What follows belongs to an exercise in optimizing a design on an open flow for small area, a short achievable clock period and few clock cycles; a production flow would make more cautious choices.
At most, simulation tests tie the RTL to the original design; equivalence was not proved.
No functional check of the RTL was part of run 1.

## flow/design.v (module list and top-level ports; edited modules follow where they fit)
// module cmult_round_sat: 10 lines
// module axis_cmult: 3016 lines
// module cmult_fa: 4 lines
// module cmult_ha: 4 lines
module axis_cmult
#(
  parameter int IN_WIDTH  = 16,
  parameter int OUT_WIDTH = 16,
  parameter int SHIFT     = 15,
  parameter int ROUND     = 1
) (
  input  logic                     aclk,
  input  logic                     areset,
  input  logic [2*IN_WIDTH-1:0]    s_axis_a_tdata,
  input  logic                     s_axis_a_tvalid,
  output logic                     s_axis_a_tready,
  input  logic                     s_axis_a_tlast,
  input  logic [2*IN_WIDTH-1:0]    s_axis_b_tdata,
  input  logic                     s_axis_b_tvalid,
  output logic                     s_axis_b_tready,
  input  logic                     conj_b,
  output logic [2*OUT_WIDTH-1:0]   m_axis_tdata,
  output logic                     m_axis_tvalid,
  input  logic                     m_axis_tready,
  output logic                     m_axis_tlast,
  output logic                     ovf_sticky,
  input  logic                     ovf_clr
);
  // ...
==> flow/flow/run.sh <==
#!/bin/bash
# Own layout flow: the standard ORFS flow (standard.sh, standard synthesis unchanged)
# with extra ORFS make variables appended to its make command line.
set -euo pipefail
EXTRA=$(cat flow/extra_vars.txt)
sed "s|\"\${@:-finish}\"|$EXTRA \"\${@:-finish}\"|" standard.sh > my_standard.sh
bash my_standard.sh > flow_make.log 2>&1
==> flow/flow/extra_vars.txt <==
BUFFER_PORTS_ARGS="-buffer_cell sky130_fd_sc_hd__buf_1"
==> flow/standard.sh <==
#!/bin/bash
# synth_recipe.tcl (not shown) runs the flow's synth.tcl, then flattens the netlist and writes it again
# the make line also repeats each setting of config.mk as NAME=value (left out here)
make -C /OpenROAD-flow-scripts/flow DESIGN_CONFIG=/design/flow/config.mk WORK_HOME=/design/flow/orfs CLKGATE_MAP_FILE= SYNTH_SCRIPT=/design/flow/synth_recipe.tcl "${@:-finish}"
==> flow/config.mk <==
export PLATFORM = sky130hd
export DESIGN_NAME = axis_cmult
export DESIGN_NICKNAME = axis_cmult
export VERILOG_FILES = /design/flow/design.v
export SDC_FILE = /design/flow/constraint.sdc
export NUM_CORES = 4
export LEC_CHECK = 0
export CAP_MARGIN = 20
export CORE_MARGIN = 2
export CORE_UTILIZATION = 40
export SETUP_SLACK_MARGIN = 4.5
export SLEW_MARGIN = 20
export SYNTH_HIERARCHICAL = 1
==> flow/constraint.sdc <==
create_clock -name core_clock -period 8.5 [get_ports {aclk}]
set_input_delay 1.7000 -clock core_clock [delete_from_list [all_inputs] [get_ports {aclk}]]
set_output_delay 1.7000 -clock core_clock [all_outputs]
set_load 0.01 [all_outputs]
==> results.toml, run 1 <==
[setup_path]
cp_common_cell = "fa_1"
critPathCapture = "re_q18_1"
path_delay_family = "adder cells"
crit_type = "reg2reg"
r2r_start = "br_two[5]"

[synth]
yosys.cell_count.top_type = "xnor2_1"
synth-adder-area-share_pct = 35.66
synth_top_family_by_area = "adder cells"

[floorplan]
rows = 100
ioPinCount = 109
fp.dieW_um = 277.7
start_util_pct = 40.30

[layout]
n_clock_buffer = 32
seq_area_share_pct = 18.43
layout_common_cells = "xnor2_1 (503), a22oi_1 (362), fa_1 (347)"

[place]
place_area_sq_um = 31210
gp_congestion = 0.8920

[drt]
drt-total-wl_mm = 112.8
wl_met3_mm = 15.23
wl_met1_mm = 41.54

[timing]
worst_slack_ns = 4.300
fin_skew_ns = 0.05052

[outcome]
status = "timing/DRC/antenna clean"

[min_path]
worstHoldPathType = "reg2reg"
min_from = "l2"
==> run 2, diff against run 1 <==
--- a/flow/design.v
+++ b/flow/design.v
@@ -1941,3 +1941,4 @@
   cmult_ha u_re_s281 (.a(re_p59), .b(re_p74), .s(re_s281), .co(re_c282));
-  cmult_fa u_re_s283 (.a(1'b1), .b(re_p15), .c(re_p30), .s(re_s283), .co(re_c284));
+  assign re_s283 = ~(re_p15 ^ re_p30);
+  assign re_c284 = re_p15 | re_p30;
   cmult_fa u_re_s285 (.a(re_p45), .b(re_p60), .c(re_p75), .s(re_s285), .co(re_c286));
@@ -1953,6 +1954,8 @@
   cmult_ha u_re_s305 (.a(re_p168), .b(re_p183), .s(re_s305), .co(re_c306));
-  cmult_fa u_re_s307 (.a(1'b1), .b(re_p33), .c(re_p48), .s(re_s307), .co(re_c308));
+  assign re_s307 = ~(re_p33 ^ re_p48);
+  assign re_c308 = re_p33 | re_p48;
   cmult_fa u_re_s309 (.a(re_p63), .b(re_p78), .c(re_p93), .s(re_s309), .co(re_c310));
   cmult_fa u_re_s311 (.a(re_p108), .b(re_p123), .c(re_p169), .s(re_s311), .co(re_c312));
-  cmult_fa u_re_s313 (.a(1'b1), .b(~re_p34), .c(re_p49), .s(re_s313), .co(re_c314));
+  assign re_s313 = ~(~re_p34 ^ re_p49);
+  assign re_c314 = ~re_p34 | re_p49;
   cmult_fa u_re_s315 (.a(re_p64), .b(re_p79), .c(re_p94), .s(re_s315), .co(re_c316));
@@ -1960,3 +1963,4 @@
   cmult_fa u_re_s319 (.a(re_p50), .b(re_p65), .c(re_p80), .s(re_s319), .co(re_c320));
-  cmult_ha u_re_s321 (.a(1'b1), .b(~re_p51), .s(re_s321), .co(re_c322));
+  assign re_s321 = ~~re_p51;
+  assign re_c322 = ~re_p51;
   cmult_ha u_re_s323 (.a(re_p7), .b(re_p22), .s(re_s323), .co(re_c324));
@@ -2012,3 +2016,4 @@
   cmult_fa u_re_s423 (.a(re_p218), .b(re_p233), .c(re_p248), .s(re_s423), .co(re_c424));
-  cmult_fa u_re_s425 (.a(1'b1), .b(~re_p68), .c(re_p83), .s(re_s425), .co(re_c426));
+  assign re_s425 = ~(~re_p68 ^ re_p83);
+  assign re_c426 = ~re_p68 | re_p83;
   cmult_fa u_re_s427 (.a(re_p98), .b(re_p113), .c(re_p128), .s(re_s427), .co(re_c428));
@@ -2016,3 +2021,4 @@
   cmult_fa u_re_s431 (.a(re_p84), .b(re_p99), .c(re_p114), .s(re_s431), .co(re_c432));
-  cmult_ha u_re_s433 (.a(1'b1), .b(~re_p85), .s(re_s433), .co(re_c434));
+  assign re_s433 = ~~re_p85;
+  assign re_c434 = ~re_p85;
   cmult_fa u_re_s435 (.a(re_p5), .b(re_p20), .c(re_p35), .s(re_s435), .co(re_c436));
@@ -2077,3 +2083,4 @@
   cmult_fa u_re_s553 (.a(re_p237), .b(re_p252), .c(re_p267), .s(re_s553), .co(re_c554));
-  cmult_fa u_re_s555 (.a(1'b1), .b(~re_p102), .c(re_p117), .s(re_s555), .co(re_c556));
+  assign re_s555 = ~(~re_p102 ^ re_p117);
+  assign re_c556 = ~re_p102 | re_p117;
   cmult_ha u_re_s557 (.a(re_p132), .b(~re_p238), .s(re_s557), .co(re_c558));
@@ -2129,3 +2136,4 @@
   cmult_fa u_re_s657 (.a(re_p269), .b(re_c558), .c(re_c556), .s(re_s657), .co(re_c658));
-  cmult_fa u_re_s659 (.a(1'b1), .b(~re_p119), .c(re_p134), .s(re_s659), .co(re_c660));
+  assign re_s659 = ~(~re_p119 ^ re_p134);
+  assign re_c660 = ~re_p119 | re_p134;
   cmult_ha u_re_s661 (.a(~re_p255), .b(re_p270), .s(re_s661), .co(re_c662));
@@ -2160,3 +2168,4 @@
   cmult_fa u_re_s719 (.a(re_p135), .b(re_p271), .c(re_c662), .s(re_s719), .co(re_c720));
-  cmult_ha u_re_s721 (.a(1'b1), .b(~re_p136), .s(re_s721), .co(re_c722));
+  assign re_s721 = ~~re_p136;
+  assign re_c722 = ~re_p136;
   cmult_ha u_re_s723 (.a(re_p137), .b(bi_nre[0]), .s(re_s723), .co(re_c724));
@@ -2470,3 +2479,4 @@
   cmult_ha u_im_s1065 (.a(im_p843), .b(im_p858), .s(im_s1065), .co(im_c1066));
-  cmult_fa u_im_s1067 (.a(1'b1), .b(im_p799), .c(im_p814), .s(im_s1067), .co(im_c1068));
+  assign im_s1067 = ~(im_p799 ^ im_p814);
+  assign im_c1068 = im_p799 | im_p814;
   cmult_fa u_im_s1069 (.a(im_p829), .b(im_p844), .c(im_p859), .s(im_s1069), .co(im_c1070));
@@ -2482,6 +2492,8 @@
   cmult_ha u_im_s1089 (.a(im_p952), .b(im_p967), .s(im_s1089), .co(im_c1090));
-  cmult_fa u_im_s1091 (.a(1'b1), .b(im_p817), .c(im_p832), .s(im_s1091), .co(im_c1092));
+  assign im_s1091 = ~(im_p817 ^ im_p832);
+  assign im_c1092 = im_p817 | im_p832;
   cmult_fa u_im_s1093 (.a(im_p847), .b(im_p862), .c(im_p877), .s(im_s1093), .co(im_c1094));
   cmult_fa u_im_s1095 (.a(im_p892), .b(im_p907), .c(im_p953), .s(im_s1095), .co(im_c1096));
-  cmult_fa u_im_s1097 (.a(1'b1), .b(~im_p818), .c(im_p833), .s(im_s1097), .co(im_c1098));
+  assign im_s1097 = ~(~im_p818 ^ im_p833);
+  assign im_c1098 = ~im_p818 | im_p833;
   cmult_fa u_im_s1099 (.a(im_p848), .b(im_p863), .c(im_p878), .s(im_s1099), .co(im_c1100));
@@ -2489,3 +2501,4 @@
   cmult_fa u_im_s1103 (.a(im_p834), .b(im_p849), .c(im_p864), .s(im_s1103), .co(im_c1104));
-  cmult_ha u_im_s1105 (.a(1'b1), .b(~im_p835), .s(im_s1105), .co(im_c1106));
+  assign im_s1105 = ~~im_p835;
+  assign im_c1106 = ~im_p835;
   cmult_ha u_im_s1107 (.a(im_p791), .b(im_p806), .s(im_s1107), .co(im_c1108));
@@ -2541,3 +2554,4 @@
   cmult_fa u_im_s1207 (.a(im_p1002), .b(im_p1017), .c(im_p1032), .s(im_s1207), .co(im_c1208));
-  cmult_fa u_im_s1209 (.a(1'b1), .b(~im_p852), .c(im_p867), .s(im_s1209), .co(im_c1210));
+  assign im_s1209 = ~(~im_p852 ^ im_p867);
+  assign im_c1210 = ~im_p852 | im_p867;
   cmult_fa u_im_s1211 (.a(im_p882), .b(im_p897), .c(im_p912), .s(im_s1211), .co(im_c1212));
@@ -2545,3 +2559,4 @@
   cmult_fa u_im_s1215 (.a(im_p868), .b(im_p883), .c(im_p898), .s(im_s1215), .co(im_c1216));
-  cmult_ha u_im_s1217 (.a(1'b1), .b(~im_p869), .s(im_s1217), .co(im_c1218));
+  assign im_s1217 = ~~im_p869;
+  assign im_c1218 = ~im_p869;
   cmult_fa u_im_s1219 (.a(im_p789), .b(im_p804), .c(im_p819), .s(im_s1219), .co(im_c1220));
@@ -2606,3 +2621,4 @@
   cmult_fa u_im_s1337 (.a(im_p1021), .b(im_p1036), .c(im_p1051), .s(im_s1337), .co(im_c1338));
-  cmult_fa u_im_s1339 (.a(1'b1), .b(~im_p886), .c(im_p901), .s(im_s1339), .co(im_c1340));
+  assign im_s1339 = ~(~im_p886 ^ im_p901);
+  assign im_c1340 = ~im_p886 | im_p901;
   cmult_ha u_im_s1341 (.a(im_p916), .b(~im_p1022), .s(im_s1341), .co(im_c1342));
@@ -2658,3 +2674,4 @@
   cmult_fa u_im_s1441 (.a(im_p1053), .b(im_c1342), .c(im_c1340), .s(im_s1441), .co(im_c1442));
-  cmult_fa u_im_s1443 (.a(1'b1), .b(~im_p903), .c(im_p918), .s(im_s1443), .co(im_c1444));
+  assign im_s1443 = ~(~im_p903 ^ im_p918);
+  assign im_c1444 = ~im_p903 | im_p918;
   cmult_ha u_im_s1445 (.a(~im_p1039), .b(im_p1054), .s(im_s1445), .co(im_c1446));
@@ -2689,3 +2706,4 @@
   cmult_fa u_im_s1503 (.a(im_p919), .b(im_p1055), .c(im_c1446), .s(im_s1503), .co(im_c1504));
-  cmult_ha u_im_s1505 (.a(1'b1), .b(~im_p920), .s(im_s1505), .co(im_c1506));
+  assign im_s1505 = ~~im_p920;
+  assign im_c1506 = ~im_p920;
   cmult_ha u_im_s1507 (.a(im_p921), .b(bi_nim[0]), .s(im_s1507), .co(im_c1508));
--- a/flow/config.mk
+++ b/flow/config.mk
@@ -10,3 +10,3 @@
 export CORE_UTILIZATION = 40
-export SETUP_SLACK_MARGIN = 4.5
+export SETUP_SLACK_MARGIN = 4.15
 export SLEW_MARGIN = 20
==> results.toml, run 2 <==
[drt]
route.detailed.wl_per_inst_um = 26.51
first_pass_iters = 6
vias_per_cell = 6.260
ant_nets = 0
drcViolationCount = 0
drt-total-wl_mm = 93.99
drtIter0Drc = 2660
vias = 22190

[timing]
finalCriticalPeriod_ns = 4.287
min_period_over_period_pct = 50.44
fmax_ghz = 0.2333
worst_pin_slew_ns = 1.161
setup_tns_ns = 0
finalMaxSlewViolations = 0
hold_viol = 0
whs_ns = 0.4231
rsz0062_at_grt = "false"
fin_skew_ns = 0.01878
setup_viol = 0
relSlewSlack_pct = 22.61

[min_path]
min_from = "l1"
worstHoldPathType = "reg2reg"
hold_depth = 0

[synth]
synth_cell_types = 61
yosys.cell_count.top_type = "xnor2_1"
synth_seq_cells = 222
synth_ff_type = "edfxtp_1"
yosysSeqAreaShare_pct = 22.34
synth_top_cell_by_area = "fa_1"
synth_area_sq_um = 29740
synth_top_area_share_pct = 30.56
synth_area_per_cell_sq_um = 11.32
synth_edf_count = 217
ys_async_sr_fraction_pct = 2.252
ys_top_cells_by_area = "fa_1 (31%), edfxtp_1 (22%), xnor2_1 (15%)"
synth_common_cells = "xnor2_1 (526), a22oi_1 (480), fa_1 (454)"
syn_inst = 2628
ys_warn_count = 8

[floorplan]
start_util_pct = 40.55
ioPinCount = 109
core_area_sq_um = 73330
dieArea_sq_um = 76540
fp.dieH_um = 276.7
rows = 99
fp.dieW_um = 276.7

[place]
dpl.hpwl_mm = 59.14
place_area_sq_um = 30860
gp_congestion = 0.9038
io_buffer_count = 108
place_inst = 3489

[outcome]
status = "timing/DRC/antenna clean"

[global_route]
grt_pass1_wl_mm = 146.3
grt_pass1_vias = 23890
grt_use_total_pct = 24.46
antenna_found_initial = 1
grt_max_degree = 77
overflow = 0

[clocking]
clk_pin_slew_ns = 0.06
cts_root_buf = "clkbuf_16"
clock-sinks = 222
postCtsHoldBufs = 0
clk_latency_ns = 0.60
htreeDepth = 1
cts_tree = "built"
clock_path_buffers = 3
numCtsBuffers = 28

[layout]
largest_reg_flops = 32
regMostFlops = "d3"
fin_util_pct = 43.65
final_area_sq_um = 32010
final_cells = 3545
area_growth_pct = 7.624
final_nets = 3208
layout_common_cells = "xnor2_1 (525), a22oi_1 (480), fa_1 (454)"
top_regs = "d3: 32 flops, ai: 16 flops, ar: 16 flops"
drive_gt1_share_pct = 6.112
layout_commonest_cell = "xnor2_1"

[setup_path]
critPathCapture = "re_q18_1"
path_max_fanout = 32
crit_required_ns = 8.84
end_kind = "flop"
setup.worst_path.start_class = "flop"
startpoint = "ar[6]"
r2r_setup_slack_ns = 4.21
r2r_end = "re_q18_1"
r2r_start = "ar[6]"
crit_type = "reg2reg"
reg2reg_depth = 9
critPathArrivalTime_ns = 4.63

[flow_run]
drv_cap = 0
[run 2: changes by cell type in the layout (fill, tap and decap cells not counted), sizes merged, moves of 6 or more]
cell / before / now
xnor2: 533 / 526
bufbuf: 22 / 0
a31oi: 1 / 7
conb: 18 / 0
a21o: 26 / 14
clkinv: 15 / 9
nand2: 59 / 49
o21a: 9 / 2
fa: 466 / 454
inv: 24 / 60
ha: 108 / 114
buf: 302 / 205
nand3: 13 / 7
[run 2: critical path, stage by stage (launching register included)]
cell and delay [ns]:
edfxtp_1 0.32, buf_4 0.45, a22oi_1 0.19, xnor2_1 0.23, fa_1 0.49, fa_1 0.52, fa_1 0.44, fa_1 0.43
fa_1 0.53, fa_1 0.42
[run 2: how the worst min path moves through the flow]
| stage | end | slack (ns) |
|---|---|---|
| 3_3_place_gp | l2 | 0.41 |
| 3_5_place_dp | l3 | 0.41 |
| 2_1_floorplan | l2 | 0.40 |
| 5_1_grt | l2 | 0.44 |
| 6_report | l2 | 0.42 |
| 4_1_cts | l2 | 0.43 |
[run 2: final cells by class]
type | count | area, sq um
well taps | 959 | 1200
flip-flops and latches | 222 | 6643
fillers | 6821 | 41320
repair buffers | 206 | 1318
clock inverters | 14 | 152.6
diodes | 1 | 2.502
multi-input cells | 2051 | 21750
clock buffers | 33 | 719.4
inverters | 59 | 221.5
[run 2: timing repair]
action,CTS,global route
resized for setup,1,46
setup buffers,7,0
pin swaps,0,0
setup endpoints to repair,17,23
[run 2: routing by layer]
layer  global-route usage (%)  part of all wire, %  up-vias
li1                         -                    -     9119
met1                    32.85                   40    11360
met2                    39.02                   46     1435
met3                    4.826                  9.5      283
met4                    9.629                  4.4        0
met5                        0                    0        -
[run 2: through the flow]
| step | worst slack (ns) |
|---|---|
| 2_1_floorplan | 4.166 |
| 3_3_place_gp | 3.924 |
| 3_5_place_dp | 3.880 |
| 4_1_cts | 4.190 |
| 5_1_grt | 4.145 |
| 6_report | 4.213 |
[run 2: cells by family after synthesis]
family	Yosys count	synth area share (%)
compound gates	702	17.01
xor+xnor	593	17.46
fa+ha+maj	568	35.36
buf+inv	355	4.716
flops	222	22.34
mux	2	0.07152
simple gates	186	3.046
[run 2: modules after synthesis, one instance, submodules excluded]
module,cells,cell area (sq um),times used
cmult_ha,1,12.51,40
cmult_fa,1,20.02,454
axis_cmult,2020,19480,1
cmult_round_sat,57,332.8,2
Testbench counts of run 2, summed over its fixed seeds: cycles 24,024.
==> run 3, diff against run 2 <==
--- a/flow/config.mk
+++ b/flow/config.mk
@@ -10,3 +10,3 @@
 export CORE_UTILIZATION = 40
-export SETUP_SLACK_MARGIN = 4.15
+export SETUP_SLACK_MARGIN = 4.35
 export SLEW_MARGIN = 20
==> results.toml, run 3 <==
[layout]
layout_commonest_cell = "xnor2_1"
largest_reg_flops = 32
final_cells = 3570
regMostFlops = "d3"
area_growth_pct = 10.70
fin_util_pct = 44.89
antenna_cells = 0
top_regs = "d3: 32 flops, ai: 16 flops, ar: 16 flops"
fillCellCount = 6754
layout_common_cells = "xnor2_1 (520), a22oi_1 (450), fa_1 (439)"
drive_gt1_share_pct = 9.115
final_nets = 3233

[setup_path]
crit_type = "reg2reg"
crit_required_ns = 8.83
end_kind = "flop"
reg2reg_depth = 9
path_max_fanout = 32
critPathArrivalTime_ns = 4.51
setup.worst_path.start_class = "flop"
r2r_start = "ar[5]"
r2r_end = "re_q16_1"
r2r_setup_slack_ns = 4.32

[timing]
setup_viol = 0
worst_pin_slew_ns = 0.9691
rsz0062_at_grt = "true"
whs_ns = 0.4181
fin_skew_ns = 0.02119
hold_viol = 0
finalMaxSlewViolations = 0
finalCriticalPeriod_ns = 4.178
fmax_ghz = 0.2393
setup_tns_ns = 0
relSlewSlack_pct = 35.39
min_period_over_period_pct = 49.16

[min_path]
min_from = "l1"
hold_depth = 0
worstHoldPathType = "reg2reg"
holdPathEnd = "l2"

[floorplan]
fp.dieW_um = 276.7
ioPinCount = 109
core_area_sq_um = 73330
dieArea_sq_um = 76540
rows = 99
fp.dieH_um = 276.7
start_util_pct = 40.55

[synth]
syn_inst = 2628
yosysSeqAreaShare_pct = 22.34
ys_warn_count = 8
synth_cell_types = 61
synth_ff_type = "edfxtp_1"
ys_top_cells_by_area = "fa_1 (31%), edfxtp_1 (22%), xnor2_1 (15%)"
synth_top_cell_by_area = "fa_1"
synth_edf_count = 217
synth_area_sq_um = 29740
synth_top_area_share_pct = 30.56
ys_async_sr_fraction_pct = 2.252
synth_common_cells = "xnor2_1 (526), a22oi_1 (480), fa_1 (454)"
synth_area_per_cell_sq_um = 11.32
synth_seq_cells = 222
yosys.cell_count.top_type = "xnor2_1"

[global_route]
gr-usage-met3_pct = 5.020
grt_pass1_vias = 23950
antenna_found_initial = 1
grt_max_degree = 76
grt-busiest-layer = "met2"
gr-usage-met2_pct = 39.09
grt_pass1_wl_mm = 146.9
grt_use_met1_pct = 33.03
grt_use_total_pct = 24.71
overflow = 0

[outcome]
status = "timing/DRC/antenna clean"

[clocking]
clk_latency_ns = 0.59
htreeDepth = 1
cts_root_buf = "clkbuf_16"
cts_tree = "built"
numCtsBuffers = 27
clock_path_buffers = 3
clock-sinks = 222
clk_pin_slew_ns = 0.06

[drt]
ant_nets = 0
drcViolationCount = 0
first_pass_iters = 6
route.detailed.wl_per_inst_um = 27.04
vias = 22410
vias_per_cell = 6.276
drt-total-wl_mm = 96.54
drtIter0Drc = 2646

[place]
place_inst = 3491
gp_congestion = 0.8800
dpl.hpwl_mm = 59.96
io_buffer_count = 108

[flow_run]
drv_cap = 0
run 3: modules after synthesis, one instance, submodules excluded:
module	cells inside	cell area, sq um
axis_cmult	2020	19480
cmult_fa	1	20.02
cmult_ha	1	12.51
cmult_round_sat	57	332.8
run 3: layout make-up:
cell class / instances / area, sq um / area share (%)
inverters: 59 / 221.5 / 0.6727
multi-input cells: 2051 / 21980 / 66.77
well taps: 959 / 1200 / 3.645
clock inverters: 9 / 91.34 / 0.2775
repair buffers: 232 / 2027 / 6.157
clock buffers: 38 / 757.0 / 2.300
flip-flops and latches: 222 / 6643 / 20.18
run 3: cell families (layout without fill, tap and decap cells):
family	after synthesis	count (layout)	synth area share (%)
simple gates	186	186	3.046
xor+xnor	593	593	17.46
fa+ha+maj	568	568	35.36
compound gates	702	702	17.01
flops	222	222	22.34
mux	2	2	0.07152
buf+inv	355	338	4.716
run 3: stage by stage:
stage	setup slack (ns)	instance area (sq um)
finish	4.322	32920
global route	4.267	32920
CTS	4.319	32310
detailed placement	3.983	30880
global placement	4.019	30880
floorplan	4.351	29770
run 3: repair_timing:
item                                    CTS  global route
hold endpoints to repair                  0             0
pin swaps                                 3             9
resized for setup                        91           115
hold buffers                              0             0
endpoints found under the setup margin   48            34
setup buffers                            18             6
cloned                                    3             5
run 3: worst max-delay path by stage:
stage,from,endpoint,cells past startpoint
floorplan,br_neg[5],re_q20_1,9
global placement,ar[13],im_q16_1,9
detailed placement,br_two[4],im_q17_1,9
CTS,ai[7],im_q17_1,9
global route,ar[11],im_q17_1,10
finish,ar[5],re_q16_1,9
run 3: worst max-delay path, cell delays in order, from the launching register on:
cell	delay, ns
edfxtp_1	0.35
buf_8	0.29
a22oi_1	0.14
xnor2_1	0.28
fa_1	0.49
fa_2	0.55
fa_1	0.45
fa_2	0.37
fa_2	0.54
fa_1	0.40
run 3: routing by layer:
layer  share of wire, %  routed length [um]  vias to the layer above
met4                4.6                4469                        0
met3                 10                9668                      259
li1                   -                   -                     9164
met2                 46               44100                     1442
met5                  0                   0                        -
met1                 40               38300                    11540
==> run 4, diff against run 3 <==
--- a/flow/config.mk
+++ b/flow/config.mk
@@ -10,3 +10,4 @@
 export CORE_UTILIZATION = 40
-export SETUP_SLACK_MARGIN = 4.35
+export PLACE_DENSITY = 0.5
+export SETUP_SLACK_MARGIN = 4.25
 export SLEW_MARGIN = 20
==> results.toml, run 4 <==
[layout]
top_regs = "d3: 32 flops, ai: 16 flops, ar: 16 flops"
regMostFlops = "d3"
fin_util_pct = 44.49
fillCellCount = 6837
area_growth_pct = 9.715
layout_commonest_cell = "xnor2_1"
largest_reg_flops = 32
antenna_cells = 0
final_nets = 3222
drive_gt1_share_pct = 7.757
layout_common_cells = "xnor2_1 (524), a22oi_1 (465), fa_1 (451)"

[synth]
ys_async_sr_fraction_pct = 2.252
yosysSeqAreaShare_pct = 22.34
syn_inst = 2628
synth_area_sq_um = 29740
synth_top_area_share_pct = 30.56
synth_top_cell_by_area = "fa_1"
ys_top_cells_by_area = "fa_1 (31%), edfxtp_1 (22%), xnor2_1 (15%)"
synth_common_cells = "xnor2_1 (526), a22oi_1 (480), fa_1 (454)"
synth_seq_cells = 222
yosys.cell_count.top_type = "xnor2_1"
synth_area_per_cell_sq_um = 11.32
ys_warn_count = 8
synth_ff_type = "edfxtp_1"
synth_cell_types = 61
synth_edf_count = 217

[setup_path]
r2r_end = "re_q16_1"
crit_type = "reg2reg"
max_stage_delay_ns = 0.55
cp_common_cell = "fa_1"
r2r_setup_slack_ns = 4.29
setup.worst_path.start_class = "flop"
path_max_fanout = 16
cp_slowest_cell = "fa_1"
crit_required_ns = 8.84
crit_chain = "buf_12, a22oi_1, xnor2_1, fa_1, fa_1, fa_1, fa_1, fa_1, fa_1"
end_kind = "flop"
r2r_start = "ar[12]"
critPathArrivalTime_ns = 4.55
reg2reg_depth = 9

[floorplan]
rows = 99
core_area_sq_um = 73330
start_util_pct = 40.55
fp.dieW_um = 276.7
ioPinCount = 109
dieArea_sq_um = 76540
fp.dieH_um = 276.7

[min_path]
min_from = "l2"
hold_depth = 0
worstHoldPathType = "reg2reg"
holdPathEnd = "l3"

[timing]
fmax_ghz = 0.2377
finalMaxSlewViolations = 0
worst_pin_slew_ns = 1.008
setup_tns_ns = 0
rsz0062_at_grt = "true"
fin_skew_ns = 0.01234
hold_viol = 0
relSlewSlack_pct = 32.82
finalCriticalPeriod_ns = 4.208
min_period_over_period_pct = 49.50
setup_viol = 0

[drt]
route.detailed.wl_per_inst_um = 27.66
first_pass_iters = 6
vias_per_cell = 6.119
vias = 21800
drt-total-wl_mm = 98.54
drcViolationCount = 0
ant_nets = 0
drtIter0Drc = 2088

[place]
gp_congestion = 0.8693
dpl.hpwl_mm = 60.85
io_buffer_count = 108

[global_route]
grt_use_total_pct = 25.23
antenna_found_initial = 0
grt_pass1_wl_mm = 148.4
grt_pass1_vias = 23250
grt_max_degree = 76
overflow = 0

[flow_run]
drv_cap = 0

[clocking]
cts_tree = "built"
clk_pin_slew_ns = 0.06
clock-sinks = 222
clock_path_buffers = 3
htreeDepth = 1
numCtsBuffers = 28
postCtsHoldBufs = 0
cts_root_buf = "clkbuf_16"
clk_latency_ns = 0.61

[outcome]
status = "timing/DRC/antenna clean"
-- run 4: cell counts after synthesis --
Identical to the previous run, type by type.
-- run 4: worst max-delay path by stage --
stage              start       end  slack, ns
5_1_grt           ar[12]  re_q17_1       4.23
6_report          ar[12]  re_q16_1       4.29
3_3_place_gp      ai[13]  re_q16_1       3.98
3_5_place_dp      ai[13]  re_q16_1       3.93
4_1_cts            ar[6]  re_q16_1       4.25
2_1_floorplan  br_neg[7]  im_q17_1       4.22
-- run 4: critical path, delay by kind of cell (launching register included) --
kind	cells	cell delay, ns
fa+ha+maj	6	2.87
flops	1	0.50
buf+inv	1	0.21
xor+xnor	1	0.18
compound gates	1	0.17
-- run 4: per-stage QoR --
stage                     hold WS, ns  cell area, sq um  cells  setup slack [ns]
after floorplan                0.4003             29760   2628             4.223
after global placement         0.4003             30890   3492             3.979
after detailed placement       0.4052             30890   3492             3.930
after CTS                      0.4177             32070   3551             4.246
after global routing           0.4434             32630   3563             4.228
final                          0.4166             32630   3563             4.292
-- run 4: repair_timing --
action,4_1_cts,5_1_grt
cloned,0,4
buffers inserted,7,8
gates resized for setup,47,130
endpoints found under the setup margin,32,27
pin swaps,0,10
-- run 4: final cells by class --
type / count / area, sq um / area share [%]
Multi-Input combinational cell: 2051 / 21820 / 66.87
Timing Repair Buffer: 220 / 1793 / 5.495
Tap cell: 959 / 1200 / 3.678
Inverter: 59 / 221.5 / 0.6788
Clock inverter: 23 / 249.0 / 0.7631
Sequential cell: 222 / 6643 / 20.36
Clock buffer: 29 / 704.4 / 2.159
-- run 4: layer usage --
| metal | track usage [%] | share of wire, % |
|---|---|---|
| met1 | 34.39 | 42 |
| met2 | 40.59 | 46 |
| met3 | 4.092 | 7.9 |
| met4 | 9.351 | 4.1 |
| met5 | 0 | 0 |
-- run 4: modules after synthesis (local to each module, per instance) --
module | cell area, sq um | cells inside
cmult_fa | 20.02 | 1
axis_cmult | 19480 | 2020
cmult_ha | 12.51 | 1
cmult_round_sat | 332.8 | 57
-- run 4: kinds of logic (layout without fill, tap and decap cells) --
family,after synthesis,after routing,share of synthesized area (%)
buf+inv,355,331,4.716
flops,222,222,22.34
mux,2,2,0.07152
fa+ha+maj,568,568,35.36
compound gates,702,702,17.01
simple gates,186,186,3.046
xor+xnor,593,593,17.46
==> run 5, diff against run 4 <==
--- a/flow/config.mk
+++ b/flow/config.mk
@@ -10,3 +10,3 @@
 export CORE_UTILIZATION = 40
-export PLACE_DENSITY = 0.5
+export PLACE_DENSITY = 0.7
 export SETUP_SLACK_MARGIN = 4.25
==> results.toml, run 5 <==
[layout]
regMostFlops = "d3"
drive_gt1_share_pct = 6.885
layout_common_cells = "xnor2_1 (524), a22oi_1 (475), fa_1 (454)"
layout_commonest_cell = "xnor2_1"
final_nets = 3217
largest_reg_flops = 32
top_regs = "d3: 32 flops, ai: 16 flops, ar: 16 flops"
area_growth_pct = 8.440

[synth]
synth_cell_types = 61
synth_top_family_by_area = "adder cells"
synth_top_cell_by_area = "fa_1"
synth_seq_cells = 222
synth-adder-area-share_pct = 35.36
synth_area_per_cell_sq_um = 11.32
synthMuxAreaShare_pct = 0.07152
synth_top_area_share_pct = 30.56
synth_compound_area_share_pct = 17.01
ys_async_sr_fraction_pct = 2.252
synth_ff_type = "edfxtp_1"
synth_common_cells = "xnor2_1 (526), a22oi_1 (480), fa_1 (454)"
synthSimpleGateAreaFrac_pct = 3.046
syn_inst = 2628
synth_edf_count = 217
yosys.cell_count.top_type = "xnor2_1"
yosysSeqAreaShare_pct = 22.34
ys_warn_count = 8
ys_top_cells_by_area = "fa_1 (31%), edfxtp_1 (22%), xnor2_1 (15%)"
synth-xor-area-share_pct = 17.46
synth_area_sq_um = 29740

[timing]
finalMaxSlewViolations = 0
fin_skew_ns = 0.03946
setup_tns_ns = 0
relSlewSlack_pct = 22.76
setup_viol = 0
min_period_over_period_pct = 49.66
worst_pin_slew_ns = 1.159
finalCriticalPeriod_ns = 4.221
hold_viol = 0
fmax_ghz = 0.2369
rsz0062_at_grt = "true"

[setup_path]
end_kind = "flop"
max_stage_delay_ns = 0.54
path_buf_inv = 1
path_max_fanout = 32
crit_required_ns = 8.83
setup.worst_path.start_class = "flop"
path_delay_family = "adder cells"
crit_cells = 9
critPathArrivalTime_ns = 4.55
crit_chain = "buf_6, a22oi_1, xnor2_1, fa_1, fa_1, fa_1, fa_1, fa_1, fa_1"
cp_slowest_cell = "fa_1"
reg2reg_depth = 9
crit_type = "reg2reg"
cp_common_cell = "fa_1"

[min_path]
worstHoldPathType = "reg2reg"
hold_depth = 0

[floorplan]
ioPinCount = 109
fp.dieW_um = 276.7
dieArea_sq_um = 76540
start_util_pct = 40.55
rows = 99
core_area_sq_um = 73330
fp.dieH_um = 276.7

[place]
dpl.hpwl_mm = 53.91
gp_congestion = 0.8587
io_buffer_count = 108

[clocking]
clk_latency_ns = 0.62
cts_root_buf = "clkbuf_16"
postCtsHoldBufs = 0
numCtsBuffers = 30
clock_path_buffers = 3
htreeDepth = 1
cts_tree = "built"
clock-sinks = 222
clk_pin_slew_ns = 0.06

[drt]
first_pass_iters = 9
vias_per_cell = 6.188
drcViolationCount = 0
drt-total-wl_mm = 84.69
drtIter0Drc = 2906
vias = 22030
route.detailed.wl_per_inst_um = 23.79
ant_nets = 0

[global_route]
antenna_found_initial = 0
grt_max_degree = 117
grt_pass1_vias = 23270
grt_pass1_wl_mm = 131.3
grt_use_total_pct = 21.74
overflow = 0

[flow_run]
drv_cap = 0

[outcome]
status = "timing/DRC/antenna clean"
-- run 5: cell counts after synthesis --
Identical to the previous run, type by type.
-- run 5: repair_timing --
action	CTS	global route
endpoints found under the hold margin	0	0
buffers inserted	15	1
resized for setup	7	73
endpoints found under the setup margin	44	23
pin swaps	0	1
gates cloned	0	1
-- run 5: area by class of cell --
type | instances | area (sq um)
well taps | 959 | 1200
flip-flops and latches | 222 | 6643
multi-input cells | 2052 | 21780
clock inverters | 19 | 171.4
repair buffers | 212 | 1458
fillers | 6794 | 41080
clock buffers | 36 | 773.2
inverters | 59 | 221.5
diodes | 1 | 2.502
-- run 5: per-stage QoR --
stage	hold slack (ns)	instances	util, %	setup slack [ns]	instance area (sq um)
after global placement	0.4032	3486	42.08	3.903	30850
after detailed placement	0.4070	3486	42.08	3.845	30850
final	0.4181	3560	43.98	4.279	32250
after CTS	0.4156	3556	43.57	4.250	31950
after global routing	0.4324	3559	43.97	4.206	32250
after floorplan	0.4003	2628	-	4.223	29760
-- run 5: logic make-up (layout without fill, tap and decap cells) --
kind of cell	count (synthesis)	in the layout
adders and majority gates	568	568
AOI/OAI and AO/OA	702	703
DFF	222	222
buffers and inverters	355	326
and+or+nand+nor	186	186
other	0	1
xor gates and xnor gates	593	593
muxes	2	2
-- run 5: layer usage --
layer / vias up / global-route usage, % / share of wire, %
met1: 11070 / 28.05 / 38
met4: 0 / 11.48 / 5.6
met2: 1507 / 34.28 / 46
li1: 9153 / - / -
met5: - / 0.1251 / 0
met3: 300 / 4.741 / 11
-- run 5: worst paths after layout --
kind	from	to	slack (ns)
worst min-delay path	l1	l2	0.42
min in group asynchronous	areset	ovf_q	0.96
worst min register to register	l1	l2	0.42
worst max-delay path	ar[5]	re_q17_1	4.28
worst max register to register	ar[5]	re_q17_1	4.28
max in group asynchronous	areset	v3n	7.30
-- run 5: modules after synthesis, one instance, submodules excluded --
module	flip-flops and latches	cells inside	copies in the design
cmult_fa	0	1	454
axis_cmult	222	2020	1
cmult_round_sat	0	57	2
cmult_ha	0	1	40
==> run 6, diff against run 5 <==
--- a/flow/config.mk
+++ b/flow/config.mk
@@ -7,2 +7,3 @@
 export LEC_CHECK = 0
+export ABC_AREA = 1
 export CAP_MARGIN = 20
@@ -10,3 +11,2 @@
 export CORE_UTILIZATION = 40
-export PLACE_DENSITY = 0.7
 export SETUP_SLACK_MARGIN = 4.25
==> results.toml, run 6 <==
[global_route]
grt_max_degree = 149
grt_pass1_vias = 24050
antenna_found_initial = 3
grt_pass1_wl_mm = 152.4
overflow = 0
grt_use_total_pct = 25.98

[place]
dpl.hpwl_mm = 68.16
io_buffer_count = 108
place_inst = 3824
gp_congestion = 0.9236

[setup_path]
crit_chain = "buf_4, buf_4, buf_4, o21ai_0, xor2_1, ha_1, inv_1, fa_1, fa_1, fa_2, fa_1, fa_1"
path_max_fanout = 12
critPathArrivalTime_ns = 4.61
end_kind = "flop"
max_stage_delay_ns = 0.51
r2r_start = "ai[15]"
setup.worst_path.start_class = "flop"
cp_slowest_cell = "fa_1"
crit_type = "reg2reg"
startpoint = "ai[15]"
cp_common_cell = "fa_1"
reg2reg_depth = 12
crit_required_ns = 8.82

[drt]
drtIter0Drc = 3388
route.detailed.wl_per_inst_um = 25.62
vias_per_cell = 6.066
vias = 24210
ant_nets = 0
drt-total-wl_mm = 102.2
drcViolationCount = 0
first_pass_iters = 8

[synth]
synth_area_sq_um = 29900
ys_async_sr_fraction_pct = 2.252
synth_top_area_share_pct = 30.40
synth_edf_count = 217
synth_cell_types = 40
synth_common_cells = "xor2_1 (554), o22ai_1 (480), fa_1 (454)"
synth_seq_cells = 222
yosys.cell_count.top_type = "xor2_1"
yosysSeqAreaShare_pct = 22.22
ys_warn_count = 8
synth_area_per_cell_sq_um = 10.23
synth_ff_type = "edfxtp_1"
syn_inst = 2923
ys_top_cells_by_area = "fa_1 (30%), edfxtp_1 (22%), xor2_1 (16%)"
synth_top_cell_by_area = "fa_1"

[layout]
layout_common_cells = "xor2_1 (549), o22ai_1 (465), fa_1 (436)"
top_regs = "d3: 32 flops, ai: 16 flops, ar: 16 flops"
regMostFlops = "d3"
final_cells = 3990
final_nets = 3638
fillCellCount = 6949
area_growth_pct = 12.77
drive_gt1_share_pct = 11.63
largest_reg_flops = 32
layout_commonest_cell = "xor2_1"

[clocking]
postCtsHoldBufs = 0
clock-sinks = 222
cts_root_buf = "clkbuf_16"
numCtsBuffers = 27
htreeDepth = 1
cts_tree = "built"
clk_latency_ns = 0.59
clock_path_buffers = 3
clk_pin_slew_ns = 0.08

[floorplan]
dieArea_sq_um = 76950
ioPinCount = 109
fp.dieH_um = 277.4
fp.dieW_um = 277.4
core_area_sq_um = 74200
start_util_pct = 40.30
rows = 100

[outcome]
status = "timing/DRC/antenna clean"

[timing]
rsz0062_at_grt = "true"
fin_skew_ns = 0.02362
worst_pin_slew_ns = 1.142
hold_viol = 0
setup_tns_ns = 0
relSlewSlack_pct = 23.10
finalMaxSlewViolations = 0
fmax_ghz = 0.2332
min_period_over_period_pct = 50.45
finalCriticalPeriod_ns = 4.288
setup_viol = 0

[min_path]
worstHoldPathType = "reg2reg"
min_from = "l2"
hold_depth = 0

[flow_run]
drv_cap = 0
==> run 6: cell count changes after synthesis, moves of 14 or more <==
cell	change
xnor2_1	-509
xor2_1	+487
a22oi_1	-480
o22ai_1	+450
nand2_1	+192
inv_1	+164
a21oi_1	+65
clkbuf_1	-59
buf_2	+36
nor2_1	+30
a21boi_1	-28
nand3_1	+28
nand2b_1	-19
nand3b_1	-14
==> run 6: worst paths after layout <==
| path | to | slack (ns) |
|---|---|---|
| min reg2reg | l3 | 0.42 |
| max reg2reg | im_q19_1 | 4.21 |
| max in group asynchronous | v3n | 7.24 |
| max | im_q19_1 | 4.21 |
| min in group asynchronous | v2 | 1.00 |
| min | l3 | 0.42 |
==> run 6: layer usage <==
layer  global-route usage, %  vias to the layer above  routed length [um]
met5                       0                        -                  13
met4                   9.072                        2                4622
met3                   7.117                      349               13330
met2                   38.29                     1805               43350
li1                        -                    10100                   -
met1                   36.69                    11950               40900
==> run 6: what timing repair did <==
item,in CTS,in global routing
gates resized for setup,79,119
endpoints found under the hold margin,0,0
gates cloned,7,5
buffers inserted,65,36
setup endpoints to repair,73,47
pin swaps,1,21
==> run 6: cell families after synthesis <==
group | after synthesis | share of synthesized area (%)
AND/OR/NAND/NOR | 409 | 5.691
multiplexers | 14 | 0.5273
XOR/XNOR | 571 | 16.73
buffers and inverters | 491 | 6.537
adder cells (fa/ha/maj) | 568 | 35.17
AO/OA/AOI/OAI | 648 | 13.13
flip-flops | 222 | 22.22
==> run 6: metrics by stage <==
stage | setup WS, ns | hold WS (ns) | instance area [sq um] | util, %
global placement | 3.712 | 0.4013 | 31070 | 41.87
global route | 4.162 | 0.4381 | 33710 | 45.44
CTS | 4.209 | 0.4202 | 32830 | 44.24
detailed placement | 3.656 | 0.4052 | 31070 | 41.87
finish | 4.212 | 0.4184 | 33720 | 45.44
floorplan | 3.018 | 0.4003 | 29910 | -
==> run 6: area by class of cell <==
class | instances | area (sq um) | area share (%)
timing repair buffer | 295 | 2394 | 7.099
multi-input combinational | 2210 | 21490 | 63.73
clock buffer | 31 | 690.7 | 2.048
inverter | 235 | 982.2 | 2.913
clock inverter | 19 | 251.5 | 0.7459
timing repair inverter | 7 | 52.55 | 0.1559
antenna | 2 | 5.005 | 0.01484
sequential | 222 | 6643 | 19.70
tap | 969 | 1212 | 3.596
==> run 6: worst max-delay path, delay by kind of cell (launching register included) <==
| family | cells | cell delay [ns] |
|---|---|---|
| AOI/OAI and AO/OA | 1 | 0.12 |
| adders and majority gates | 6 | 2.49 |
| DFF | 1 | 0.37 |
| buffers and inverters | 4 | 0.62 |
| xor gates and xnor gates | 1 | 0.40 |
==> run 6: modules after synthesis, one instance, submodules excluded <==
module / copies in the design / cells / flops+latches
axis_cmult: 1 / 2355 / 222
cmult_fa: 454 / 1 / 0
cmult_ha: 40 / 1 / 0
cmult_round_sat: 2 / 37 / 0
==> run 7, diff against run 6 <==
--- a/flow/config.mk
+++ b/flow/config.mk
@@ -7,3 +7,2 @@
 export LEC_CHECK = 0
-export ABC_AREA = 1
 export CAP_MARGIN = 20
@@ -14 +13,2 @@
 export SYNTH_HIERARCHICAL = 1
+export TNS_END_PERCENT = 10
==> results.toml, run 7 <==
[layout]
seqCellArea_sq_um = 6643
fillCellCount = 6801
drive_gt1_share_pct = 6.903
area_growth_pct = 8.486
largest_reg_flops = 32
regMostFlops = "d3"
antenna_cells = 0
layout_commonest_cell = "xnor2_1"
layout_common_cells = "xnor2_1 (525), a22oi_1 (472), fa_1 (449)"
top_regs = "d3: 32 flops, ai: 16 flops, ar: 16 flops"
final_nets = 3216
multiInputGateArea_sq_um = 21800

[drt]
drcViolationCount = 0
drt-total-wl_mm = 94.35
route.detailed.wl_per_inst_um = 26.56
vias = 22240
ant_nets = 0
first_pass_iters = 6
drtIter0Drc = 2603
vias_per_cell = 6.261

[clocking]
cts_tree = "built"
htreeDepth = 1
clk_latency_ns = 0.61
clock_path_buffers = 3
cts_root_buf = "clkbuf_16"
numCtsBuffers = 28
postCtsHoldBufs = 0
clk_pin_slew_ns = 0.06
clock-sinks = 222

[setup_path]
end_kind = "flop"
cp_common_cell = "fa_1"
setup.worst_path.start_class = "flop"
path_max_fanout = 32
max_stage_delay_ns = 0.59
crit_chain = "buf_4, o21ai_0, xor2_1, fa_1, fa_1, fa_1, fa_1, fa_1, fa_1"
critPathArrivalTime_ns = 4.52
path_buf_inv = 1
crit_type = "reg2reg"
crit_required_ns = 8.84
cp_slowest_cell = "fa_1"
path_delay_family = "adder cells"

[global_route]
grt_pass1_vias = 23960
overflow = 0
grt_max_degree = 77
grt_use_total_pct = 24.46
antenna_found_initial = 1
grt_pass1_wl_mm = 146.2

[synth]
synth_top_cell_by_area = "fa_1"
synth_seq_cells = 222
ys_top_cells_by_area = "fa_1 (31%), edfxtp_1 (22%), xnor2_1 (15%)"
synth_area_per_cell_sq_um = 11.32
yosys.cell_count.top_type = "xnor2_1"
yosysSeqAreaShare_pct = 22.34
synth_common_cells = "xnor2_1 (526), a22oi_1 (480), fa_1 (454)"
synth_ff_type = "edfxtp_1"
ys_async_sr_fraction_pct = 2.252
syn_inst = 2628
synth_area_sq_um = 29740
synth_top_area_share_pct = 30.56
ys_warn_count = 8
synth_edf_count = 217
synth_cell_types = 61

[floorplan]
core_area_sq_um = 73330
ioPinCount = 109
fp.dieW_um = 276.7
start_util_pct = 40.55
fp.dieH_um = 276.7
dieArea_sq_um = 76540
rows = 99

[outcome]
status = "timing/DRC/antenna clean"

[timing]
finalMaxSlewViolations = 0
finalCriticalPeriod_ns = 4.184
hold_viol = 0
worst_slack_ns = 4.316
min_period_over_period_pct = 49.23
worst_pin_slew_ns = 0.9929
relSlewSlack_pct = 33.80
whs_ns = 0.4232
fmax_ghz = 0.2390
rsz0062_at_grt = "true"
setup_viol = 0
setup_tns_ns = 0
fin_skew_ns = 0.01988

[place]
gp_congestion = 0.9038
dpl.hpwl_mm = 59.14
io_buffer_count = 108
pre_cts_ws_ns = 3.880

[min_path]
worstHoldPathType = "reg2reg"

[flow_run]
drv_cap = 0
==> run 7: cell types whose count changed after synthesis, moves of 28 or more <==
cell	previous run	this run
xor2_1	554	67
clkbuf_1	186	245
a21boi_1	0	28
a21oi_1	96	31
inv_1	223	59
o22ai_1	480	30
xnor2_1	17	526
a22oi_1	0	480
nand2_1	241	49
buf_2	59	23
nor2_1	88	58
nand3_1	35	7
==> run 7: timing repair <==
action | 4_1_cts | 5_1_grt
gates resized for setup | 23 | 83
setup endpoints to repair | 31 | 31
pin swaps | 0 | 1
gates cloned | 0 | 1
buffers inserted | 7 | 7
==> run 7: final timing paths <==
kind / start / to / slack, ns / depth (start not counted)
setup / recovery: bi_two[0] / im_q18_1 / 4.32 / 9
hold / removal: l1 / l2 / 0.42 / 0
setup reg to reg: bi_two[0] / im_q18_1 / 4.32 / 9
min in group asynchronous: areset / v1 / 0.96 / 2
hold reg to reg: l1 / l2 / 0.42 / 0
max in group asynchronous: areset / v3n / 7.30 / 2
==> run 7: cells by family (layout without fill, tap and decap cells) <==
kind of cell	after synthesis	count (layout)	share of synthesized area [%]
xor+xnor	593	593	17.46
flops	222	222	22.34
mux	2	2	0.07152
buf+inv	355	320	4.716
compound gates	702	702	17.01
fa+ha+maj	568	568	35.36
simple gates	186	186	3.046
==> run 7: layer usage <==
| metal | track usage (%) | vias up | share of wire [%] |
|---|---|---|---|
| met5 | 0 | - | 0 |
| met4 | 9.922 | 0 | 4.4 |
| met3 | 4.784 | 278 | 9.7 |
| met2 | 38.98 | 1389 | 46 |
| met1 | 32.80 | 11440 | 40 |
| li1 | - | 9130 | - |
==> run 7: layout make-up <==
class / instances / share of cell area (%)
multi-input cells: 2051 / 67.58
flip-flops and latches: 222 / 20.59
inverters: 59 / 0.6864
well taps: 959 / 3.719
clock buffers: 33 / 2.230
clock inverters: 14 / 0.4731
repair buffers: 214 / 4.724
==> run 7: through the flow <==
step	cell area, sq um	std cells	util [%]
2_1_floorplan	29740	2628	-
3_3_place_gp	30860	3489	42.09
3_5_place_dp	30860	3489	42.09
4_1_cts	31880	3543	43.47
5_1_grt	32260	3552	44.00
6_report	32260	3552	44.00
==> run 7: Yosys stat by module, one instance, submodules excluded <==
module / flops+latches / times used / cells inside / area [sq um]
axis_cmult: 222 / 1 / 2020 / 19480
cmult_fa: 0 / 454 / 1 / 20.02
cmult_ha: 0 / 40 / 1 / 12.51
cmult_round_sat: 0 / 2 / 57 / 332.8
==> run 7: worst register-to-register path, delay by kind of cell (launching register included) <==
family                     cells  cell delay, ns
AOI/OAI and AO/OA              1            0.19
buffers and inverters          1            0.43
xor gates and xnor gates       1            0.18
adders and majority gates      6            2.82
DFF                            1            0.31
==> run 8, diff against run 7 <==
--- a/flow/config.mk
+++ b/flow/config.mk
@@ -13,2 +13 @@
 export SYNTH_HIERARCHICAL = 1
-export TNS_END_PERCENT = 10
==> results.toml, run 8 <==
[outcome]
status = "timing/DRC/antenna clean"

[global_route]
grt_max_degree = 76
grt_use_total_pct = 24.37
grt_use_met1_pct = 32.80
gr-usage-met3_pct = 4.598
grt_pass1_wl_mm = 144.9
grt_pass1_vias = 23670
overflow = 0
gr-usage-met2_pct = 38.64
antenna_found_initial = 2
grt-busiest-layer = "met2"

[synth]
yosys.cell_count.top_type = "xnor2_1"
synthMuxAreaShare_pct = 0.07152
synth-adder-area-share_pct = 35.36
synth_top_area_share_pct = 30.56
synth_top_cell_by_area = "fa_1"
synth_area_per_cell_sq_um = 11.32
synth_cell_types = 61
ys_warn_count = 8
synth_edf_count = 217
synth_seq_cells = 222
ys_async_sr_fraction_pct = 2.252
yosysSeqAreaShare_pct = 22.34
synth_compound_area_share_pct = 17.01
syn_inst = 2628
ys_top_cells_by_area = "fa_1 (31%), edfxtp_1 (22%), xnor2_1 (15%)"
synthSimpleGateAreaFrac_pct = 3.046
synth_ff_type = "edfxtp_1"
synth_common_cells = "xnor2_1 (526), a22oi_1 (480), fa_1 (454)"
synth_area_sq_um = 29740
synth-xor-area-share_pct = 17.46
synth_top_family_by_area = "adder cells"

[timing]
relSlewSlack_pct = 32.88
whs_ns = 0.4221
rsz0062_at_grt = "true"
setup_viol = 0
worst_pin_slew_ns = 1.007
fmax_ghz = 0.2391
setup_tns_ns = 0
fin_skew_ns = 0.01608
finalMaxSlewViolations = 0
finalCriticalPeriod_ns = 4.183
hold_viol = 0
min_period_over_period_pct = 49.21

[setup_path]
crit_chain = "clkbuf_8, a22oi_2, xnor2_1, fa_1, fa_1, fa_1, fa_1, fa_1, fa_1"
setup.worst_path.start_class = "flop"
crit_required_ns = 8.82
end_kind = "flop"
path_max_fanout = 32
cp_common_cell = "fa_1"
critPathArrivalTime_ns = 4.50
cp_slowest_cell = "fa_1"
max_stage_delay_ns = 0.53
crit_type = "reg2reg"

[clocking]
cts_root_buf = "clkbuf_16"
clk_pin_slew_ns = 0.06
cts_tree = "built"
clk_latency_ns = 0.60
numCtsBuffers = 27
clock-sinks = 222
clock_path_buffers = 3
htreeDepth = 1

[layout]
regMostFlops = "d3"
fin_util_pct = 44.05
final_cells = 3546
layout_commonest_cell = "xnor2_1"
multiInputGateArea_sq_um = 21830
fillCellCount = 6794
largest_reg_flops = 32
seqCellArea_sq_um = 6643
top_regs = "d3: 32 flops, ai: 16 flops, ar: 16 flops"
area_growth_pct = 8.608
layout_common_cells = "xnor2_1 (525), a22oi_1 (465), fa_1 (449)"
final_nets = 3208
drive_gt1_share_pct = 7.002

[floorplan]
core_area_sq_um = 73330
rows = 99
dieArea_sq_um = 76540
fp.dieW_um = 276.7
ioPinCount = 109
fp.dieH_um = 276.7
start_util_pct = 40.55

[drt]
vias = 22230
ant_nets = 0
drcViolationCount = 0
vias_per_cell = 6.268
drtIter0Drc = 2519
route.detailed.wl_per_inst_um = 26.65
drt-total-wl_mm = 94.48
first_pass_iters = 7

[min_path]
worstHoldPathType = "reg2reg"

[place]
dpl.hpwl_mm = 59.67
place_inst = 3491
gp_congestion = 0.8918
io_buffer_count = 108

[flow_run]
drv_cap = 0
[run 8: cell counts after synthesis]
Identical to the previous run, type by type.
[run 8: path summary, 6_finish.rpt]
| kind | start | end | slack (ns) | cells past startpoint |
|---|---|---|---|---|
| setup / recovery | ai[9] | im_q16_1 | 4.32 | 9 |
| hold / removal | l2 | l3 | 0.42 | 0 |
| setup reg to reg | ai[9] | im_q16_1 | 4.32 | 9 |
| hold reg to reg | l2 | l3 | 0.42 | 0 |
| max in group asynchronous | areset | v3n | 7.28 | 2 |
| min in group asynchronous | areset | v1 | 0.98 | 2 |
[run 8: modules after synthesis, one instance, submodules excluded]
module	copies in the design	cells	cell area, sq um	flip-flops and latches
axis_cmult	1	2020	19480	222
cmult_round_sat	2	57	332.8	0
cmult_fa	454	1	20.02	0
cmult_ha	40	1	12.51	0
[run 8: cells by family after synthesis]
family | after synthesis
AND/OR/NAND/NOR | 186
multiplexers | 2
flip-flops | 222
AO/OA/AOI/OAI | 702
adder cells (fa/ha/maj) | 568
buffers and inverters | 355
XOR/XNOR | 593
[run 8: final cells by class]
class,count,area share (%)
flip-flops and latches,222,20.57
multi-input cells,2051,67.58
repair buffers,207,4.622
well taps,959,3.715
clock inverters,16,0.6934
diodes,2,0.01550
inverters,59,0.6857
clock buffers,30,2.127
[run 8: routing by layer]
metal,part of all wire [%],vias to the layer above
met2,46,1335
met3,9.3,246
met4,4.0,0
met5,0,-
li1,-,9122
met1,41,11520
[run 8: stage by stage]
| stage | setup slack (ns) | cell area [sq um] |
|---|---|---|
| 6_report | 4.317 | 32300 |
| 3_3_place_gp | 4.057 | 30880 |
| 4_1_cts | 4.216 | 31890 |
| 5_1_grt | 4.238 | 32300 |
| 2_1_floorplan | 4.223 | 29760 |
| 3_5_place_dp | 3.947 | 30880 |
[run 8: critical path, delay by kind of cell, from the launching register on]
family	cells	cell delay [ns]
XOR/XNOR	1	0.12
AO/OA/AOI/OAI	1	0.26
adder cells (fa/ha/maj)	6	2.86
buffers and inverters	1	0.27
flip-flops	1	0.37
[run 8: repair_timing]
action / 4_1_cts / 5_1_grt
buffers inserted: 3 / 1
hold buffers: 0 / 0
setup endpoints to repair: 30 / 32
pin swaps: 0 / 2
cloned: 0 / 1
gates resized for setup: 21 / 103
==> run 9, diff against run 8 <==
==> flow/flow/extra_vars.txt (replaced) <==
BUFFER_PORTS_ARGS="-buffer_cell sky130_fd_sc_hd__buf_1" MATCH_CELL_FOOTPRINT=0
==> results.toml, run 9 <==
[layout]
area_growth_pct = 9.037
layout_commonest_cell = "xnor2_1"
final_nets = 3216
largest_reg_flops = 32
drive_gt1_share_pct = 7.311
top_regs = "d3: 32 flops, ai: 16 flops, ar: 16 flops"
regMostFlops = "d3"
final_cells = 3559
layout_common_cells = "xnor2_1 (525), a22oi_1 (471), fa_1 (450)"

[floorplan]
start_util_pct = 40.55
dieArea_sq_um = 76540
ioPinCount = 109
fp.dieW_um = 276.7
core_area_sq_um = 73330
rows = 99
fp.dieH_um = 276.7

[timing]
fmax_ghz = 0.2388
relSlewSlack_pct = 31.09
min_period_over_period_pct = 49.27
finalCriticalPeriod_ns = 4.188
rsz0062_at_grt = "true"
hold_viol = 0
finalMaxSlewViolations = 0
fin_skew_ns = 0.03311
whs_ns = 0.4196
setup_tns_ns = 0
worst_pin_slew_ns = 1.034
setup_viol = 0

[synth]
ys_async_sr_fraction_pct = 2.252
synth_top_cell_by_area = "fa_1"
ys_top_cells_by_area = "fa_1 (31%), edfxtp_1 (22%), xnor2_1 (15%)"
yosys.cell_count.top_type = "xnor2_1"
synth_top_area_share_pct = 30.56
synth_area_sq_um = 29740
synth_common_cells = "xnor2_1 (526), a22oi_1 (480), fa_1 (454)"
synth_edf_count = 217
synth_cell_types = 61
yosysSeqAreaShare_pct = 22.34
ys_warn_count = 8
synth_seq_cells = 222
synth_ff_type = "edfxtp_1"
syn_inst = 2628
synth_area_per_cell_sq_um = 11.32

[drt]
ant_nets = 0
dr_wl_met2_mm = 42.24
vias = 22100
route.detailed.wl_per_inst_um = 26.02
vias_per_cell = 6.210
drt-total-wl_mm = 92.62
wl_met1_mm = 37.97
drcViolationCount = 0
highest_layer = "met4"
drtIter0Drc = 2582
first_pass_iters = 6
wl_met3_mm = 8.273

[global_route]
grt_pass1_vias = 23830
overflow = 0
grt_pass1_wl_mm = 144.4
grt_use_total_pct = 24.09
grt_max_degree = 79
antenna_found_initial = 1

[clocking]
htreeDepth = 1
clk_pin_slew_ns = 0.06
clock-sinks = 222
postCtsHoldBufs = 0
clk_latency_ns = 0.62
cts_root_buf = "clkbuf_16"
cts_tree = "built"
clock_path_buffers = 3
numCtsBuffers = 29

[setup_path]
critPathArrivalTime_ns = 4.53
crit_chain = "buf_8, a22oi_1, xnor2_1, fa_1, fa_2, fa_1, fa_1, fa_1, fa_1"
crit_required_ns = 8.84
crit_type = "reg2reg"
cp_slowest_cell = "fa_2"
cp_common_cell = "fa_1"
path_max_fanout = 32
max_stage_delay_ns = 0.62
end_kind = "flop"
setup.worst_path.start_class = "flop"

[place]
place_inst = 3489
dpl.hpwl_mm = 59.40
gp_congestion = 0.8801
io_buffer_count = 108

[min_path]
worstHoldPathType = "reg2reg"

[flow_run]
drv_cap = 0

[outcome]
status = "timing/DRC/antenna clean"
[run 9: cell counts after synthesis]
Identical to the previous run, type by type.
[run 9: final cells by class]
| cell class | count | area [sq um] |
|---|---|---|
| tap | 959 | 1200 |
| clock inverter | 24 | 276.5 |
| multi-input combinational | 2051 | 21810 |
| sequential | 222 | 6643 |
| timing repair buffer | 213 | 1548 |
| fill | 6797 | 40900 |
| antenna | 1 | 2.502 |
| clock buffer | 30 | 729.5 |
| inverter | 59 | 221.5 |
[run 9: critical path: cells and delay by family (launching register included)]
family                     cells  cell delay [ns]
xor gates and xnor gates       1             0.18
AOI/OAI and AO/OA              1             0.16
adders and majority gates      6             2.92
DFF                            1             0.37
buffers and inverters          1             0.27
[run 9: per-stage QoR]
step	utilization, %	setup WS, ns	instance area (sq um)
floorplan	-	4.223	29760
finish	44.22	4.312	32430
global placement	42.09	4.085	30860
detailed placement	42.09	4.057	30860
CTS	43.70	4.236	32040
global route	44.22	4.221	32430
[run 9: logic make-up after synthesis]
| family | count (synthesis) | share of synthesized area, % |
|---|---|---|
| XOR/XNOR | 593 | 17.46 |
| AO/OA/AOI/OAI | 702 | 17.01 |
| flip-flops | 222 | 22.34 |
| multiplexers | 2 | 0.07152 |
| buffers and inverters | 355 | 4.716 |
| adder cells (fa/ha/maj) | 568 | 35.36 |
| AND/OR/NAND/NOR | 186 | 3.046 |
[run 9: routing by layer]
| layer | track usage [%] | up-vias |
|---|---|---|
| met4 | 10.47 | 0 |
| met3 | 4.843 | 252 |
| li1 | - | 9131 |
| met5 | 0 | - |
| met1 | 32.54 | 11440 |
| met2 | 37.69 | 1281 |
[run 9: path summary, 6_finish.rpt]
kind | startpoint | depth (start not counted) | endpoint | slack [ns]
setup / recovery | br_two[6] | 9 | re_q18_1 | 4.31
hold / removal | l2 | 0 | l3 | 0.42
setup reg to reg | br_two[6] | 9 | re_q18_1 | 4.31
hold reg to reg | l2 | 0 | l3 | 0.42
max in group asynchronous | areset | 2 | v3n | 7.29
min in group asynchronous | areset | 2 | ovf_q | 0.96
[run 9: repair_timing]
action                                  CTS  global route
cloned                                    0             0
gates resized for setup                  25            94
endpoints found under the setup margin   23            30
pin swaps                                 0             4
buffers inserted                          9             5
[run 9: per-module statistics from Yosys, one instance, submodules excluded]
module	flip-flops and latches	times used	cell area, sq um
axis_cmult	222	1	19480
cmult_round_sat	0	2	332.8
cmult_fa	0	454	20.02
cmult_ha	0	40	12.51

-- afterwards: timing with drivers on the ports --
In the flow no input, the clock included, has a driving cell. The finished layouts below were timed again as built, in two steps.
Step 1 (the two cells are an assumption about what drives the block):
set clk [get_ports {aclk}]
set_driving_cell -lib_cell sky130_fd_sc_hd__clkbuf_16 $clk
set_driving_cell -lib_cell sky130_fd_sc_hd__buf_2 [delete_from_list [all_inputs] $clk]
Step 2, shift: input delay + t, output delay - t, t = (earliest + latest rising clock arrival at the registers) / 2. This alone moves slack from input paths to output paths.
Three values: ideal, step 1, step 2; two values: the first two.
run | t (ns) | setup slack, ns | hold WS [ns] | slew at the worst register clock pin (ns) | worst data-port slew with drivers (ns)
run 1 | 0.672 | 4.300 / 4.300 / 4.300 | 0.416 / 0.416 / 0.416 | 0.07 / 0.07 | 0.05
run 2 | 0.652 | 4.213 / 4.213 / 4.213 | 0.423 / 0.423 / 0.423 | 0.07 / 0.07 | 0.07
run 3 | 0.645 | 4.322 / 4.322 / 4.322 | 0.418 / 0.418 / 0.418 | 0.07 / 0.07 | 0.07
run 4 | 0.664 | 4.292 / 4.292 / 4.292 | 0.417 / 0.417 / 0.417 | 0.06 / 0.06 | 0.06
run 5 | 0.665 | 4.279 / 4.279 / 4.279 | 0.418 / 0.418 / 0.418 | 0.07 / 0.07 | 0.08
run 6 | 0.644 | 4.212 / 4.212 / 4.212 | 0.418 / 0.418 / 0.418 | 0.08 / 0.08 | 0.07
run 7 | 0.665 | 4.316 / 4.316 / 4.316 | 0.423 / 0.423 / 0.423 | 0.07 / 0.07 | 0.07
run 8 | 0.651 | 4.317 / 4.317 / 4.317 | 0.422 / 0.422 / 0.422 | 0.07 / 0.07 | 0.08
run 9 | 0.661 | 4.312 / 4.312 / 4.312 | 0.420 / 0.420 / 0.420 | 0.07 / 0.07 | 0.09
After both steps every run listed still meets setup and hold.
